This is an optimization exercise on Yosys and OpenROAD, whose aim is small area, not a production implementation. Only simulation tests tie the RTL to the original design; equivalence was not proved. Power figures rest on the tool's default switching activity, not on a simulated workload.

run A:
// mmcm_drp_responder
module mmcm_drp_responder #(
   parameter int              RD_LATENCY = 3,
   parameter int              WR_LATENCY = 3,
   parameter int              LOCK_DELAY = 64,
   parameter logic [15:0]     INIT_WORD  = 16'h0
) (
   input  logic                  clk,
   input  logic                  reset_n,
   input  logic                  den,
   input  logic                  dwe,
   input  logic [mmcm_drp_pkg::DRP_ADDR_W-1:0] daddr,
   input  logic [mmcm_drp_pkg::DRP_DATA_W-1:0] din,
   output logic [mmcm_drp_pkg::DRP_DATA_W-1:0] dout,
   output logic                  drdy,
   input  logic                  rst_mmcm,
   output logic                  locked,
   output logic                  proto_err
);
Size in the first run: ~3300 cells after synthesis.
clock: 10.0 ns
lec_check: 0
cap_margin: 20
core_margin: 2
core_utilization: 65
place_density: 0.75
setup_slack_margin: 0.4
slew_margin: 20
synth_hierarchical: 1
standard.sh (not shown) runs the stock make flow with config.mk's settings and CLKGATE_MAP_FILE= SYNTH_SCRIPT=/design/flow/synth_recipe.tcl, a recipe that flattens the netlist after the stock synthesis.
==> flow/flow/run.sh <==
#!/bin/bash
# The standard synthesis, then every combinational cell set to its smallest drive strength
# (the placer's repair steps size up what needs it), then the standard layout with clock tree
# synthesis told not to add dummy loads and to use mid-sized clock buffers with larger sink
# clusters, and the port buffers made with the smallest buffer. Each step's output goes to a log of its own here; ORFS's logs stay in orfs/logs.
set -euo pipefail
R=orfs/results/$FLOW_PLATFORM/mmcm_drp_responder/base
bash standard.sh synth > standard_synth.log 2>&1
python3 flow/downsize.py "$FLOW_HOME/platforms/$FLOW_PLATFORM/lib/sky130_fd_sc_hd__tt_025C_1v80.lib" \
  $R/1_2_yosys.v > downsize.log 2>&1
rm -f $R/1_synth.odb $R/1_synth.sdc
bash standard.sh \
  "CTS_ARGS=-sink_clustering_enable -repair_clock_nets -buf_list sky130_fd_sc_hd__clkbuf_8 -sink_clustering_size 16 -sink_clustering_max_diameter 45 -dont_use_dummy_load" \
  "BUFFER_PORTS_ARGS=-buffer_cell sky130_fd_sc_hd__buf_1" \
  finish > standard.log 2>&1
Other scripts of this flow, unchanged in this note and not shown: flow/flow/downsize.py
Edits applied to the flow inputs when going from run A to run B:
Settings: PLACE_DENSITY now 0.8, was 0.75; CORE_UTILIZATION now 72, was 65.
diff --git a/flow/flow/run.sh b/flow/flow/run.sh
--- a/flow/flow/run.sh
+++ b/flow/flow/run.sh
@@ -13 +13 @@
-  "CTS_ARGS=-sink_clustering_enable -repair_clock_nets -buf_list sky130_fd_sc_hd__clkbuf_8 -sink_clustering_size 16 -sink_clustering_max_diameter 45 -dont_use_dummy_load" \
+  "CTS_ARGS=-sink_clustering_enable -repair_clock_nets -buf_list sky130_fd_sc_hd__clkbuf_8 -sink_clustering_size 18 -sink_clustering_max_diameter 55 -dont_use_dummy_load" \
Results
- Delta (run B minus run A): worst setup slack saw an increase; hold slack saw an increase.
- Global-route usage over all layers sits higher in run B than in run A.
- Diff run A and run B: row count higher in run A
- nand3_1 as the worst-path cell with the longest stage delay was reported by run A, and nor4_1 by run B.
What run C does differently from run B at the input level:
Settings: SETUP_SLACK_MARGIN: 0.4 -> unset.
diff --git a/flow/flow/run.sh b/flow/flow/run.sh
--- a/flow/flow/run.sh
+++ b/flow/flow/run.sh
@@ -13 +13 @@
-  "CTS_ARGS=-sink_clustering_enable -repair_clock_nets -buf_list sky130_fd_sc_hd__clkbuf_8 -sink_clustering_size 18 -sink_clustering_max_diameter 55 -dont_use_dummy_load" \
+  "CTS_ARGS=-sink_clustering_enable -repair_clock_nets -buf_list sky130_fd_sc_hd__clkbuf_8 -sink_clustering_size 16 -sink_clustering_max_diameter 45 -dont_use_dummy_load" \
==> comparison <==
- Compared with run B, run C shows a source-to-sink clock delay at the later pin of the worst-skew pair that is 0.02 ns higher.
- Switching fraction of total power of run C is on par with run B.
- In run C relative to run B, fmax had gone down by a few percent.
- Completing all stages was not enough for run C: its layout failed the final checks because of negative setup slack.
- In the reports for run C and run B, the smaller net switching power figure belongs to run B.
- Higher overall routed net length goes to run C over run B.
> inputs changed (run C -> run D)
Settings: putting SETUP_SLACK_MARGIN at 0.4 where nothing was set.
Notes after the runs:
Run D: no failed stages, no open violations at the end. Share of post-route cells with drive strength above 1 of run D is on par with run C. For the detailed route wirelength on metal2, run D came in 1.4% lower than run C did. Average detailed-routed wire length per instance: run D lower than run C.
#### Input delta (run E over run D)
Settings: SLEW_MARGIN now 5, was 20; CAP_MARGIN now 5, was 20.
Results
- The layout from run E, despite a flow that completed every stage, fails the layout checks, with the failing checks listed as max-capacitance violations, max-slew violations.
- Sum of routed wire segments on met1: run E vs run D down 0.86%
- The busiest metal layer after global routing comes out met1 in one run and met2 in the other, namely in run D and run E respectively.
- On clock buffer instance count of the final layout: run E sits above run D.
- Between run E and run D, the worst setup slack does not differ in any meaningful way.

-- what the ideal ports hide --
The flow's constraints put no driver on any port. The routed layouts listed below were extracted and timed again, unchanged, in two steps.
Step 1: set_driving_cell puts a clkbuf_16 on clk and a buf_2 on each other input, an assumption about the parent block.
Step 2 also shifts input and output timing later by t, the mid clock arrival at the registers, as if the neighbouring blocks saw the same clock.
a / b / c = ideal ports / drivers / drivers and shift; a / b = the first two.
run	shift t [ns]	slack for setup (ns)	worst data-port slew with drivers (ns)
run A	0.856	0.449 / 0.424 / 0.424	0.04
run B	0.878	0.475 / 0.451 / 0.451	0.05
run C	0.869	-0.093 / -0.117 / -0.117	0.05
run D	0.859	0.458 / 0.434 / 0.434	0.05
run E	0.877	0.458 / 0.433 / 0.433	0.05
